What follows belongs to an exercise in optimizing a design on an open flow for small area; a production flow would make more cautious choices. Function was checked by simulation only, so behaviour that the tests miss may differ from the original.

<file path="flow/run.sh">
#!/bin/bash
# synth_recipe.tcl (not shown) runs the flow's synth.tcl, then flattens the netlist and writes it again
# the make line also repeats each setting of config.mk as NAME=value (left out here)
make -C /OpenROAD-flow-scripts/flow DESIGN_CONFIG=/design/flow/config.mk WORK_HOME=/design/flow/orfs CLKGATE_MAP_FILE= SYNTH_SCRIPT=/design/flow/synth_recipe.tcl finish
</file>
<file path="flow/config.mk">
export PLATFORM = sky130hd
export DESIGN_NAME = regfile_param
export DESIGN_NICKNAME = regfile_param
export VERILOG_FILES = /design/flow/design.v
export SDC_FILE = /design/flow/constraint.sdc
export NUM_CORES = 8
export LEC_CHECK = 0
export CAP_MARGIN = 20
export CORE_MARGIN = 2
export CORE_UTILIZATION = 30
export SETUP_SLACK_MARGIN = 0.3
export SLEW_MARGIN = 20
</file>
<file path="flow/constraint.sdc">
create_clock -name core_clock -period 7.0 [get_ports {clk}]
set_input_delay 1.4000 -clock core_clock [delete_from_list [all_inputs] [get_ports {clk}]]
set_output_delay 1.4000 -clock core_clock [all_outputs]
set_load 0.01 [all_outputs]
</file>
<file path="flow/design.v">
module regfile_param #(
  parameter int XLEN = 32,
  parameter int NREG = 32,
  localparam int AW = $clog2(NREG)
) (
  input  logic            clk,
  input  logic            rst,
  input  logic [AW-1:0]   A1,
  input  logic [AW-1:0]   A2,
  output logic [XLEN-1:0] RD1,
  output logic [XLEN-1:0] RD2,
  input  logic            WE3,
  input  logic [AW-1:0]   A3,
  input  logic [XLEN-1:0] WD3,
  input  logic            iss_valid,
  input  logic [AW-1:0]   iss_rd,
  output logic            busy1,
  output logic            busy2,
  input  logic [AW-1:0]   dbg_addr,
  output logic [XLEN-1:0] dbg_data,
  input  logic            clr_req,
  output logic            clr_busy,
  output logic            clr_done
);
  typedef enum logic [1:0] {
    IDLE  = 2'd0,
    CLEAR = 2'd1,
    DONE  = 2'd2
  } state_t;
  localparam logic [AW-1:0] ZERO = '0;
  localparam logic [AW-1:0] ONE  = AW'(1);
  localparam logic [AW-1:0] LAST = AW'(NREG - 1);
  state_t             state;
  state_t             state_nxt;
  logic [AW-1:0]      ptr;
  logic [AW-1:0]      ptr_nxt;
  logic [XLEN-1:0]    regs [NREG];
  logic [NREG-1:0]    busy;
  logic [NREG-1:0]    busy_nxt;
  logic idle;
  logic take_clr;
  logic wr_en;
  logic iss_en;
  logic clr_en;
  logic byp1;
  logic byp2;
  assign idle     = (state == IDLE);
  assign take_clr = idle & clr_req;
  assign wr_en    = idle & ~clr_req & WE3 & (A3 != ZERO);
  assign iss_en   = iss_valid & (iss_rd != ZERO);
  assign clr_en   = (state == CLEAR);
  assign byp1 = WE3 & (A3 != ZERO) & (A3 == A1);
  assign byp2 = WE3 & (A3 != ZERO) & (A3 == A2);
  always_ff @(posedge clk or negedge rst) begin
    if (!rst) begin
      state <= IDLE;
      ptr   <= ONE;
    end else begin
      state <= state_nxt;
      ptr   <= ptr_nxt;
    end
  end
  always_comb begin
    state_nxt = state;
    ptr_nxt   = ptr;
    unique case (state)
      IDLE: begin
        if (clr_req) begin
          state_nxt = CLEAR;
          ptr_nxt   = ONE;
        end
      end
      CLEAR: begin
        ptr_nxt = ptr + ONE;
        if (ptr == LAST) begin
          state_nxt = DONE;
        end
      end
      DONE: begin
        state_nxt = IDLE;
        ptr_nxt   = ONE;
      end
      default: begin
        state_nxt = IDLE;
        ptr_nxt   = ONE;
      end
    endcase
  end
  always_ff @(posedge clk or negedge rst) begin
    if (!rst) begin
      for (int i = 0; i < NREG; i++) begin
        regs[i] <= '0;
      end
    end else if (wr_en) begin
      regs[A3] <= WD3;
    end else if (clr_en) begin
      regs[ptr] <= '0;
    end
  end
  always_comb begin
    busy_nxt = busy;
    if (idle) begin
      if (clr_req) begin
        busy_nxt = '0;
      end else begin
        if (WE3 && (A3 != ZERO)) begin
          busy_nxt[A3] = 1'b0;
        end
        if (iss_en) begin
          busy_nxt[iss_rd] = 1'b1;
        end
      end
    end
  end
  always_ff @(posedge clk or negedge rst) begin
    if (!rst) begin
      busy <= '0;
    end else begin
      busy <= busy_nxt;
    end
  end
  always_comb begin
    RD1      = '0;
    RD2      = '0;
    dbg_data = '0;
    if (rst && idle) begin
      RD1      = byp1 ? WD3 : regs[A1];
      RD2      = byp2 ? WD3 : regs[A2];
      dbg_data = regs[dbg_addr];
    end
  end
  always_comb begin
    busy1    = rst & busy[A1];
    busy2    = rst & busy[A2];
    clr_busy = rst & (state == CLEAR);
    clr_done = rst & (state == DONE);
  end
endmodule
</file>
==> impl_metrics.env <==
export IMPL_outcome="complete, no violations"
export IMPL_r2r_setup_slack_ns=2.86
export IMPL_finalCoreUtilization_pct=37.25
export IMPL_cpMostUsedCell="buf_4"
export IMPL_path_buf_inv=5
export IMPL_synthAdderAreaFrac_pct=0.3383
export IMPL_dp_cells=9534
export IMPL_place_congestion=1.080
export IMPL_finalSetupTns_ns=0
export IMPL_layout_cells_most_common="nand2_1"
export IMPL_mostFrequentLayoutCells="nand2_1, dfrtp_1, o21ai_0, a22oi_1, buf_4"
export IMPL_p_total_mw=21.30
export IMPL_synth_cell_types=73
export IMPL_finalHoldViolations=0
export IMPL_synthMuxAreaShare_pct=1.381
export IMPL_maxSlewViolCount=0
export IMPL_relSlewSlack_pct=8.972
export IMPL_leakage_nw=28.36
export IMPL_synth_xor_area_share_pct=0.2960
export IMPL_cts_tree="done"
export IMPL_cp_top_family="buffers and inverters"
export IMPL_nets=7128
export IMPL_synth_compound_area_share_pct=31.39
export IMPL_slowest_delay_ns=0.86
export IMPL_synth_area_top_cells="dfrtp_1, a22oi_1, o21ai_0"
export IMPL_critPathMaxFanout=20
export IMPL_slowest_stage="nor3_1"
export IMPL_globalRouteTotalUtil_pct=53.79
export IMPL_path_class="input pin to output port"
export IMPL_place_hpwl_mm=346.9
export IMPL_die_w_um=448.1
export IMPL_drtPass1Iterations=10
export IMPL_wl_per_cell_um=55.73
export IMPL_cts_sinks=1063
export IMPL_cp_end_kind="output port"
export IMPL_grt_start_max_net_pins=160
export IMPL_syn_area_um2=59170
export IMPL_synth_top_area_share_pct=44.91
export IMPL_synth_area_leader_cell="dfrtp_1"
export IMPL_drcViolationCount=0
export IMPL_h_tree_depth=4
export IMPL_antenna_found_initial=99
export IMPL_worstSkewPairLatency_ns=0.88
export IMPL_synth_nets=6917
export IMPL_die_y_um=448.1
export IMPL_portBuffers=161
export IMPL_numCtsBuffers=135
export IMPL_drive_above_1_share_pct=14.79
export IMPL_setup_viol_count_final=0
export IMPL_grt_pass1_vias=68894
export IMPL_area_delta_synth_final_pct=23.77
export IMPL_via_per_inst=7.845
export IMPL_fillCellCount=20131
export IMPL_grt_remaining_overflow=0
export IMPL_ir_drop_mv=0.2938
export IMPL_drt_wl_total_mm=554.2
export IMPL_min_path_type="input pin to async pin"
export IMPL_yosysWarnings=2
export IMPL_rsz0062_at_grt="true"
export IMPL_synth_edf_count=0
export IMPL_drt_iter0_drc=18063
export IMPL_tightest_slew_ns=1.365
export IMPL_grt_pass1_wl_mm=709.0
export IMPL_clockBufferDepth=3
export IMPL_fmax_mhz=144.2
export IMPL_startpoint_type="input pin"
export IMPL_synth_top_family_by_area="compound AO/OA/AOI/OAI gates"
export IMPL_min_period_over_period_pct=99.06
export IMPL_hold_buffers=0
export IMPL_vias=78014
export IMPL_path_clk_slew_ns=0.07
export IMPL_coreArea_um2=196600
export IMPL_synthArstFlopShare_pct=100.0
export IMPL_syn_area_per_cell_um2=8.652
export IMPL_worst_clock_skew_ns=0.04858
export IMPL_synthCells=6839
export IMPL_synth_simple_gate_area_share_pct=16.66
export IMPL_ys_flop_type="dfrtp_1"
export IMPL_period_needed_ns=6.935
export IMPL_worstPathCellList="buf_2 > buf_4 > nand3b_1 > buf_4 > nor2_4 > buf_4 > a32oi_1 > nand4_1 > nor3_1 > o21ai_0 > clkdlybuf4s50_1"
export IMPL_maxCapViolations=0
export IMPL_regArea_um2=26600
export IMPL_start_util_pct=30.10
export IMPL_dieArea_um2=200800
export IMPL_ant_nets=0
export IMPL_cp_arrival_ns=5.53
export IMPL_cts_root_buf="clkbuf_16"
export IMPL_row_count=163
export IMPL_powerDensity_nw_per_um2=290.9
export IMPL_multiInputGateArea_um2=30790
export IMPL_ios=162
export IMPL_synth_seq_cells=1063
export IMPL_worstPathRequired_ns=5.60
export IMPL_layout_cells_non_filler=9944
export IMPL_yosysSeqAreaShare_pct=44.96
[sequential cells by signal, indices dropped and copies added, names as in the netlist]
signal / flops
regs: 1024
state: 2
busy: 32
ptr: 5
[layout make-up]
cell class | count | area share [%]
Clock inverter | 48 | 0.8576
Multi-Input combinational cell | 5076 | 42.04
Sequential cell | 1063 | 36.32
Timing Repair Buffer | 756 | 10.30
Tap cell | 2640 | 4.510
Clock buffer | 181 | 5.325
Antenna cell | 162 | 0.5535
Inverter | 18 | 0.09738
[power by group]
group          total (mW)  switching, mW  internal [mW]
clock                7.52           3.17           4.34
combinational        4.78           3.70           1.08
sequential           9.01           1.87           7.14
total                21.3           8.75           12.6
[final timing paths]
check,start,end,depth (start not counted)
hold / removal,rst,regs[30][11],1
hold reg to reg,regs[0][20],regs[0][20],1
min in group core_clock,regs[0][20],regs[0][20],1
setup reg to reg,state[0],regs[6][27],7
setup / recovery,A1[2],RD1[17],11
max in group asynchronous,rst,regs[0][28],5
[metrics by stage]
| step | hold WS [ns] | worst slack (ns) | area (um2) |
|---|---|---|---|
| 2_1_floorplan | 0.4765 | 1.716 | 59170 |
| 3_3_place_gp | 0.4928 | -0.01230 | 67680 |
| 3_5_place_dp | 0.5062 | 0.1507 | 67960 |
| 5_1_grt | 0.4246 | 0.2324 | 72890 |
| 4_1_cts | 0.4250 | 0.3080 | 72590 |
| 6_report | 0.4219 | 0.06549 | 73240 |
[routing by layer]
layer | vias to the layer above | track usage (%) | share of wire [%]
met1 | 38841 | 64.64 | 36
li1 | 26404 | - | -
met2 | 9586 | 69.35 | 38
met4 | 32 | 43.91 | 9.9
met3 | 3151 | 29.19 | 16
met5 | - | 1.419 | 0.11
[Yosys cell counts (28+ instances only)]
library cell  instances
nand4_1             205
a32oi_1              29
a22oi_1             828
a22o_1              230
a221oi_1            241
and2_1               42
a21oi_1             127
o21ai_1             209
nor3_1               97
buf_1                41
o21ai_0             982
clkbuf_1            448
nand3_1             170
nor2_1              208
nor2b_1              28
dfrtp_1            1062
nand2b_1             41
nor4_1               57
buf_2               169
nand2_1            1234
[kinds of logic after synthesis]
family	after synthesis
xor+xnor	20
simple gates	2186
mux	55
flops	1063
buf+inv	700
compound gates	2799
fa+ha+maj	16
[timing repair]
item	CTS	global route
setup endpoints to repair	10	10
setup buffers	9	6
pin swaps	4	3
gates resized for setup	4	6

[what the ideal ports hide]
In the flow no input, the clock included, has a driving cell. The finished layout below was timed again as built, in two steps. Step 1 sets driving cells, clkbuf_16 on the clock port and buf_2 on the other inputs (assumed; they add their load-dependent delay and slew). Step 2 moves the port delays by t, midway between the first and last clock arrival at a register: inputs arrive t later, outputs are due t later. That takes back most of the time a late clock gives input paths. Slacks: ideal ports / drivers / drivers and shift; pairs: ideal ports / drivers.
t (ns): 0.958
setup WS [ns]: 0.065 / 0.002 / 0.002
worst setup path at the end: input to output
latest minus earliest clock arrival (ns): 0.051 / 0.050
After both steps this run still meets setup and hold. For this run, drivers alone change the setup slack by -0.063 ns; drivers and shift together by -0.063 ns.
